From an optimization exercise on the open Yosys and OpenROAD flow, aimed at small area, a short achievable clock period and few clock cycles per item; shortcuts taken in it are not production practice. Where RTL was checked, it was by simulation tests only, not by an equivalence proof against the original. Power is estimated from default activity; no workload was simulated.

==> inputs of try-yarrow <==
Design alu_scalar_seq_module, start of the top module:
module alu_scalar_seq_module #(
    parameter int DATA_W = 8,
    parameter int DIM    = 5,
    localparam int NELEM = DIM * DIM,
    localparam int MAT_W = NELEM * DATA_W
) (
    input  logic              clk,
    input  logic              rst,
    input  logic              start,
    input  logic [MAT_W-1:0]  A_flat,
    input  logic [DATA_W-1:0] scalar,
    output logic [MAT_W-1:0]  C_flat,
    output logic              overflow_flag,
    output logic              busy,
    output logic              done
);
    localparam int N0 = (NELEM + 1) / 2;   
    localparam int N1 = NELEM - N0;        
    function automatic logic [15:0] ovf_thr(input logic [7:0] s);
        logic [15:0] thr;
        case (s)
            8'h00: thr = 16'h7f80;
            8'h01: thr = 16'h7f80;
            8'h02: thr = 16'h3fc0;
            8'h03: thr = 16'h2ad6;
            8'h04: thr = 16'h1fe0;
            8'h05: thr = 16'h19e7;
            8'h06: thr = 16'h15eb;
            8'h07: thr = 16'h12ee;
            8'h08: thr = 16'h0ff0;
            8'h09: thr = 16'h0ef2;
            8'h0a: thr = 16'h0cf4;
            8'h0b: thr = 16'h0bf5;
            8'h0c: thr = 16'h0af6;
            8'h0d: thr = 16'h09f7;
            8'h0e: thr = 16'h09f7;
            8'h0f: thr = 16'h08f8;
            8'h10: thr = 16'h07f8;
            8'h11: thr = 16'h07f9;
            8'h12: thr = 16'h07f9;
            8'h13: thr = 16'h06fa;
            8'h14: thr = 16'h06fa;
            8'h15: thr = 16'h06fa;
            8'h16: thr = 16'h05fb;
            8'h17: thr = 16'h05fb;
            8'h18: thr = 16'h05fb;
            8'h19: thr = 16'h05fb;
            8'h1a: thr = 16'h04fc;
            8'h1b: thr = 16'h04fc;
            8'h1c: thr = 16'h04fc;
            8'h1d: thr = 16'h04fc;
            8'h1e: thr = 16'h04fc;
            8'h1f: thr = 16'h04fc;
            8'h20: thr = 16'h03fc;
            8'h21: thr = 16'h03fd;
            8'h22: thr = 16'h03fd;
            8'h23: thr = 16'h03fd;
            8'h24: thr = 16'h03fd;
            8'h25: thr = 16'h03fd;
            8'h26: thr = 16'h03fd;
            8'h27: thr = 16'h03fd;
  ...
export LEC_CHECK = 0
export CAP_MARGIN = 20
export CORE_MARGIN = 2
export CORE_UTILIZATION = 40
export SETUP_SLACK_MARGIN = 4
export SLEW_MARGIN = 20
create_clock -name core_clock -period 9.0 [get_ports {clk}]
standard.sh (not shown) runs the stock make flow with config.mk's settings and CLKGATE_MAP_FILE= SYNTH_SCRIPT=/design/flow/synth_recipe.tcl, a recipe that flattens the netlist after the stock synthesis.
==> flow/flow/run.sh <==
#!/bin/bash
# The standard layout (standard.sh) with three changes to how it is made:
# - no full-adder extraction before ABC (ADDER_MAP_FILE empty), so that ABC sees whole logic
#   cones and can time them;
# - ABC maps the logic with flow/abc_delay.script (best-delay mapping with area recovery, then
#   ABC's own buffering and sizing) instead of ORFS's abc_speed.script; the rest of the
#   synthesis is synth_recipe.tcl unchanged, so the registers are the standard synthesis's;
# - the port buffers are the smallest plain buffer instead of the delay cell buffer_ports picks.
# Each step's output goes to synth.log and layout.log here, and ORFS's own logs under orfs/logs.
set -euo pipefail
here=$(pwd)
export ADDER_MAP_FILE=
export BUFFER_PORTS_ARGS="-buffer_cell sky130_fd_sc_hd__buf_1"
export MY_ABC_SCRIPT=$here/flow/abc_delay.script
{ head -n 1 synth_recipe.tcl; cat flow/abc_proc.tcl; tail -n +2 synth_recipe.tcl; } > flow_synth.tcl
sed "s|SYNTH_SCRIPT=[^ ]*|SYNTH_SCRIPT=$here/flow_synth.tcl|" standard.sh > flow_standard.sh
bash flow_standard.sh synth > synth.log 2>&1
bash standard.sh > layout.log 2>&1
==> flow/flow/abc_delay.script <==
strash
&get -n
&fraig -x
&put
scorr
dc2
strash
&get -n
&dch -f
&nf -p
&put
buffer -p
upsize
dnsize
stime -p
==> flow/flow/abc_proc.tcl <==
# ABC maps the logic with the script MY_ABC_SCRIPT names instead of ORFS's.
proc abc {args} {
  set i [lsearch -exact $args -script]
  if { $i >= 0 } { lset args [expr {$i + 1}] $::env(MY_ABC_SCRIPT) }
  yosys abc {*}$args
}
==> try-willow (differences from try-yarrow) <==
--- a/flow/design.v
+++ b/flow/design.v
@@ -339,13 +339,12 @@
             g = maj(e[i], nhi[i], g);
             m = maj(e[i], nl[i], m);
         end
         lane_ovf = e[7] ? !m : g;
     endfunction
     logic                 busy_q, done_q, ovf_q;
-    logic                 sel_s_q, sel_a_q;   
     logic [DATA_W-1:0]    s_q;    
     logic [N0-1:0]        v_q;    
     logic [N0*DATA_W-1:0] c_q;    
     logic [N1*DATA_W-1:0] h_q;    
     logic                 accept;
     logic [DATA_W-1:0]    m_s, m_t;
@@ -353,21 +352,21 @@
     logic [6:0]           m_nhi, m_nl;
     logic                 m_m0;
     logic [N0*DATA_W-1:0] m_a, m_c;
     logic [N0-1:0]        m_v;
     assign accept = start & ~busy_q;
     always_comb begin
-        m_s = sel_s_q ? s_q : scalar;
+        m_s = busy_q ? s_q : scalar;
         m_t = m_s + {m_s[6:0], 1'b0};
         {m_hi, m_lo} = ovf_thr(m_s);
         m_l   = m_lo ^ 8'h80;
         m_nhi = ~m_hi[6:0];
         m_nl  = m_l[7] ? 7'd0 : ~m_l[6:0];
         m_m0  = !m_l[7];
         m_a = A_flat[N0*DATA_W-1:0];
-        if (sel_a_q) m_a[N1*DATA_W-1:0] = h_q;
+        if (busy_q) m_a[N1*DATA_W-1:0] = h_q;
         for (int l = 0; l < N0; l++) begin
             m_c[l*DATA_W +: DATA_W] = lane_mul(m_a[l*DATA_W +: DATA_W], m_s, m_t);
             m_v[l] = lane_ovf(m_a[l*DATA_W +: DATA_W], m_nhi, m_nl, m_m0);
         end
     end
     always_ff @(posedge clk) begin
@@ -376,21 +375,17 @@
         if (accept) c_q <= m_c;
         if (accept) h_q <= A_flat[MAT_W-1:N0*DATA_W];
         else if (busy_q) h_q <= m_c[N1*DATA_W-1:0];
     end
     always_ff @(posedge clk or posedge rst) begin
         if (rst) begin
-            busy_q  <= 1'b0;
-            sel_s_q <= 1'b0;
-            sel_a_q <= 1'b0;
-            done_q  <= 1'b0;
-            ovf_q   <= 1'b0;
+            busy_q <= 1'b0;
+            done_q <= 1'b0;
+            ovf_q  <= 1'b0;
         end else begin
-            busy_q  <= accept;
-            sel_s_q <= start & ~sel_s_q;
-            sel_a_q <= start & ~sel_a_q;
+            busy_q <= accept;
             done_q <= busy_q;
             if (busy_q) ovf_q <= |v_q;
         end
     end
     assign C_flat        = {h_q, c_q};
     assign overflow_flag = ovf_q | (|v_q[N1-1:0]);
==> flow/flow/run.sh (replaced) <==
#!/bin/bash
# The standard layout (standard.sh) with three changes:
# - no full-adder extraction before ABC (ADDER_MAP_FILE empty), so that ABC sees whole logic
#   cones and can time them;
# - ABC maps the logic with flow/abc_delay.script, a delay-oriented mapping, instead of ORFS's
#   abc_speed.script; the rest of the synthesis is synth_recipe.tcl unchanged;
# - the port buffers are the smallest plain buffer instead of the delay cell buffer_ports picks.
set -euo pipefail
here=$(pwd)
export ADDER_MAP_FILE=
export BUFFER_PORTS_ARGS="-buffer_cell sky130_fd_sc_hd__buf_1"
export MY_ABC_SCRIPT=$here/flow/abc_delay.script
{ head -n 1 synth_recipe.tcl; cat flow/abc_proc.tcl; tail -n +2 synth_recipe.tcl; } > flow_synth.tcl
sed "s|SYNTH_SCRIPT=[^ ]*|SYNTH_SCRIPT=$here/flow_synth.tcl|" standard.sh > flow_standard.sh
bash flow_standard.sh synth > synth.log 2>&1
bash standard.sh > layout.log 2>&1
==> flow/flow/abc_delay.script (replaced) <==
strash
&get -n
&fraig -x
&put
scorr
dc2
strash
&get -n
&dch -f
&nf {D}
&put
buffer -p
upsize {D}
dnsize {D}
stime -p
- SETUP_SLACK_MARGIN: 4 -> 3.5
==> try-zinc (differences from try-yarrow) <==
--- a/flow/design.v
+++ b/flow/design.v
@@ -339,61 +339,55 @@
             g = maj(e[i], nhi[i], g);
             m = maj(e[i], nl[i], m);
         end
         lane_ovf = e[7] ? !m : g;
     endfunction
     logic                 busy_q, done_q, ovf_q;
-    logic                 sel_s_q, sel_a_q;   
     logic [DATA_W-1:0]    s_q;    
-    logic [N0-1:0]        v_q;    
     logic [N0*DATA_W-1:0] c_q;    
     logic [N1*DATA_W-1:0] h_q;    
     logic                 accept;
     logic [DATA_W-1:0]    m_s, m_t;
     logic [7:0]           m_hi, m_lo, m_l;
     logic [6:0]           m_nhi, m_nl;
     logic                 m_m0;
     logic [N0*DATA_W-1:0] m_a, m_c;
     logic [N0-1:0]        m_v;
     assign accept = start & ~busy_q;
     always_comb begin
-        m_s = sel_s_q ? s_q : scalar;
+        m_s = busy_q ? s_q : scalar;
         m_t = m_s + {m_s[6:0], 1'b0};
         {m_hi, m_lo} = ovf_thr(m_s);
         m_l   = m_lo ^ 8'h80;
         m_nhi = ~m_hi[6:0];
         m_nl  = m_l[7] ? 7'd0 : ~m_l[6:0];
         m_m0  = !m_l[7];
         m_a = A_flat[N0*DATA_W-1:0];
-        if (sel_a_q) m_a[N1*DATA_W-1:0] = h_q;
+        if (busy_q) m_a[N1*DATA_W-1:0] = h_q;
         for (int l = 0; l < N0; l++) begin
             m_c[l*DATA_W +: DATA_W] = lane_mul(m_a[l*DATA_W +: DATA_W], m_s, m_t);
             m_v[l] = lane_ovf(m_a[l*DATA_W +: DATA_W], m_nhi, m_nl, m_m0);
         end
     end
     always_ff @(posedge clk) begin
         s_q <= scalar;
-        if (accept || busy_q) v_q <= m_v;
         if (accept) c_q <= m_c;
         if (accept) h_q <= A_flat[MAT_W-1:N0*DATA_W];
         else if (busy_q) h_q <= m_c[N1*DATA_W-1:0];
     end
     always_ff @(posedge clk or posedge rst) begin
         if (rst) begin
-            busy_q  <= 1'b0;
-            sel_s_q <= 1'b0;
-            sel_a_q <= 1'b0;
-            done_q  <= 1'b0;
-            ovf_q   <= 1'b0;
+            busy_q <= 1'b0;
+            done_q <= 1'b0;
+            ovf_q  <= 1'b0;
         end else begin
-            busy_q  <= accept;
-            sel_s_q <= start & ~sel_s_q;
-            sel_a_q <= start & ~sel_a_q;
+            busy_q <= accept;
             done_q <= busy_q;
-            if (busy_q) ovf_q <= |v_q;
+            if (accept) ovf_q <= |m_v;
+            else if (busy_q) ovf_q <= ovf_q | (|m_v[N1-1:0]);
         end
     end
     assign C_flat        = {h_q, c_q};
-    assign overflow_flag = ovf_q | (|v_q[N1-1:0]);
+    assign overflow_flag = ovf_q;
     assign busy          = busy_q;
     assign done          = done_q;
 endmodule
==> flow/flow/run.sh (replaced) <==
#!/bin/bash
# The standard layout, with the port buffers made of the smallest plain buffer instead of
# the delay cell buffer_ports picks by default.
set -euo pipefail
export BUFFER_PORTS_ARGS="-buffer_cell sky130_fd_sc_hd__buf_1"
bash standard.sh > standard_flow.log 2>&1
- SETUP_SLACK_MARGIN: 4 -> not set
removed: flow/flow/abc_delay.script
removed: flow/flow/abc_proc.tcl
==> try-delta (differences from try-yarrow) <==
--- a/flow/design.v
+++ b/flow/design.v
@@ -339,13 +339,12 @@
             g = maj(e[i], nhi[i], g);
             m = maj(e[i], nl[i], m);
         end
         lane_ovf = e[7] ? !m : g;
     endfunction
     logic                 busy_q, done_q, ovf_q;
-    logic                 sel_s_q, sel_a_q;   
     logic [DATA_W-1:0]    s_q;    
     logic [N0-1:0]        v_q;    
     logic [N0*DATA_W-1:0] c_q;    
     logic [N1*DATA_W-1:0] h_q;    
     logic                 accept;
     logic [DATA_W-1:0]    m_s, m_t;
@@ -353,47 +352,43 @@
     logic [6:0]           m_nhi, m_nl;
     logic                 m_m0;
     logic [N0*DATA_W-1:0] m_a, m_c;
     logic [N0-1:0]        m_v;
     assign accept = start & ~busy_q;
     always_comb begin
-        m_s = sel_s_q ? s_q : scalar;
+        m_s = busy_q ? s_q : scalar;
         m_t = m_s + {m_s[6:0], 1'b0};
         {m_hi, m_lo} = ovf_thr(m_s);
         m_l   = m_lo ^ 8'h80;
         m_nhi = ~m_hi[6:0];
         m_nl  = m_l[7] ? 7'd0 : ~m_l[6:0];
         m_m0  = !m_l[7];
         m_a = A_flat[N0*DATA_W-1:0];
-        if (sel_a_q) m_a[N1*DATA_W-1:0] = h_q;
+        if (busy_q) m_a[N1*DATA_W-1:0] = h_q;
         for (int l = 0; l < N0; l++) begin
             m_c[l*DATA_W +: DATA_W] = lane_mul(m_a[l*DATA_W +: DATA_W], m_s, m_t);
             m_v[l] = lane_ovf(m_a[l*DATA_W +: DATA_W], m_nhi, m_nl, m_m0);
         end
     end
     always_ff @(posedge clk) begin
         s_q <= scalar;
-        if (accept || busy_q) v_q <= m_v;
+        v_q <= m_v;
         if (accept) c_q <= m_c;
         if (accept) h_q <= A_flat[MAT_W-1:N0*DATA_W];
         else if (busy_q) h_q <= m_c[N1*DATA_W-1:0];
     end
     always_ff @(posedge clk or posedge rst) begin
         if (rst) begin
-            busy_q  <= 1'b0;
-            sel_s_q <= 1'b0;
-            sel_a_q <= 1'b0;
-            done_q  <= 1'b0;
-            ovf_q   <= 1'b0;
+            busy_q <= 1'b0;
+            done_q <= 1'b0;
+            ovf_q  <= 1'b0;
         end else begin
-            busy_q  <= accept;
-            sel_s_q <= start & ~sel_s_q;
-            sel_a_q <= start & ~sel_a_q;
+            busy_q <= accept;
             done_q <= busy_q;
-            if (busy_q) ovf_q <= |v_q;
+            if (busy_q) ovf_q <= (|v_q) | (|m_v[N1-1:0]);
         end
     end
     assign C_flat        = {h_q, c_q};
-    assign overflow_flag = ovf_q | (|v_q[N1-1:0]);
+    assign overflow_flag = ovf_q;
     assign busy          = busy_q;
     assign done          = done_q;
 endmodule
==> flow/flow/run.sh (replaced) <==
#!/bin/bash
# The standard layout (standard.sh) with three changes:
# - no full-adder extraction before ABC (ADDER_MAP_FILE empty), so that ABC sees whole logic
#   cones and can time them;
# - ABC maps the logic with flow/abc_delay.script, a delay-oriented mapping, instead of ORFS's
#   abc_speed.script; the rest of the synthesis is synth_recipe.tcl unchanged;
# - the port buffers are the smallest plain buffer instead of the delay cell buffer_ports picks.
set -euo pipefail
here=$(pwd)
export ADDER_MAP_FILE=
export BUFFER_PORTS_ARGS="-buffer_cell sky130_fd_sc_hd__buf_1"
export MY_ABC_SCRIPT=$here/flow/abc_delay.script
{ head -n 1 synth_recipe.tcl; cat flow/abc_proc.tcl; tail -n +2 synth_recipe.tcl; } > flow_synth.tcl
sed "s|SYNTH_SCRIPT=[^ ]*|SYNTH_SCRIPT=$here/flow_synth.tcl|" standard.sh > flow_standard.sh
bash flow_standard.sh synth > synth.log 2>&1
bash standard.sh > layout.log 2>&1
==> flow/flow/abc_delay.script (replaced) <==
strash
&get -n
&fraig -x
&put
scorr
dc2
strash
&get -n
&dch -f
&nf {D}
&put
buffer -p
upsize {D}
dnsize {D}
stime -p
- SETUP_SLACK_MARGIN: 4 -> not set
==> summary.txt <==
quantity                                                          try-yarrow       try-willow         try-zinc        try-delta
Relative area of non-clock buffer cells in the final design           0.0948           0.0833           0.0946           0.0824
Number of instances resized during post-cts repair                        51               11                0                0
Total number of vias                                                  23,100           20,500           21,400           20,500
Clk power                                                            1110 uW          1080 uW          1050 uW          1040 uW
Placement-stage worst setup slack                                    2.46 ns          2.39 ns          1.63 ns          2.36 ns
Maximum operating frequency                                          200 MHz          185 MHz          143 MHz          156 MHz
Global-route wire length before repair                       132,000 microns  122,000 microns  130,000 microns  116,000 microns
Number of synthesized flops with an enable pin                           213              213              200              200
Clock insertion delay at the later pin of the skew report            0.60 ns          0.58 ns          0.57 ns          0.59 ns
Status                                                        finished clean   finished clean   finished clean   finished clean
Headroom to the max-slew limit                                         0.193            0.232            0.258            0.188
DP Area                                                         23,200 sq um     22,400 sq um     23,000 sq um     22,000 sq um
Pwr Density                                                      245 nW/um^2      267 nW/um^2      265 nW/um^2      262 nW/um^2
Total of fill cells in the finished design                             5,030            5,018            5,089            4,944
Flip-flop and latch share of the layout cell area                      0.266            0.282            0.262            0.284
Testbench counts of try-willow, summed over its fixed seeds: cycles 1,920, items 960.
Testbench counts of try-delta, summed over its fixed seeds: cycles 1,920, items 960.
The RTL of try-yarrow and try-zinc was laid out without a check of its function.

==> afterwards: timing with drivers on the ports <==
No port has a modelled driver above. Below, the same layouts with a new extraction and two added sets of constraints. Step 1, drivers: a clkbuf_16 drives clk and a buf_2 each remaining input, both assumed. Step 2 adds t to the input delays and takes it off the output delays; t is the mean of the earliest and latest rising clock arrival at the registers after step 1. Input paths then give back, and output paths get back, about the clock's delay inside the block. Slacks: no drivers / after step 1 / after step 2; pairs: no drivers / after step 1.
run | t, ns | slack for setup (ns) | pins driven straight from the clock port
try-yarrow | 0.648 | 3.994 / 4.020 / 3.372 | 1
try-willow | 0.627 | 3.603 / 3.611 / 2.985 | 1
try-zinc | 0.621 | 2.029 / 2.070 / 1.449 | 1
try-delta | 0.625 | 2.605 / 2.605 / 2.185 | 1
After both steps setup and hold are still met in every run listed. The setup slack of try-yarrow, which loses most, moves by +0.026 ns with the drivers and by -0.622 ns with both steps.
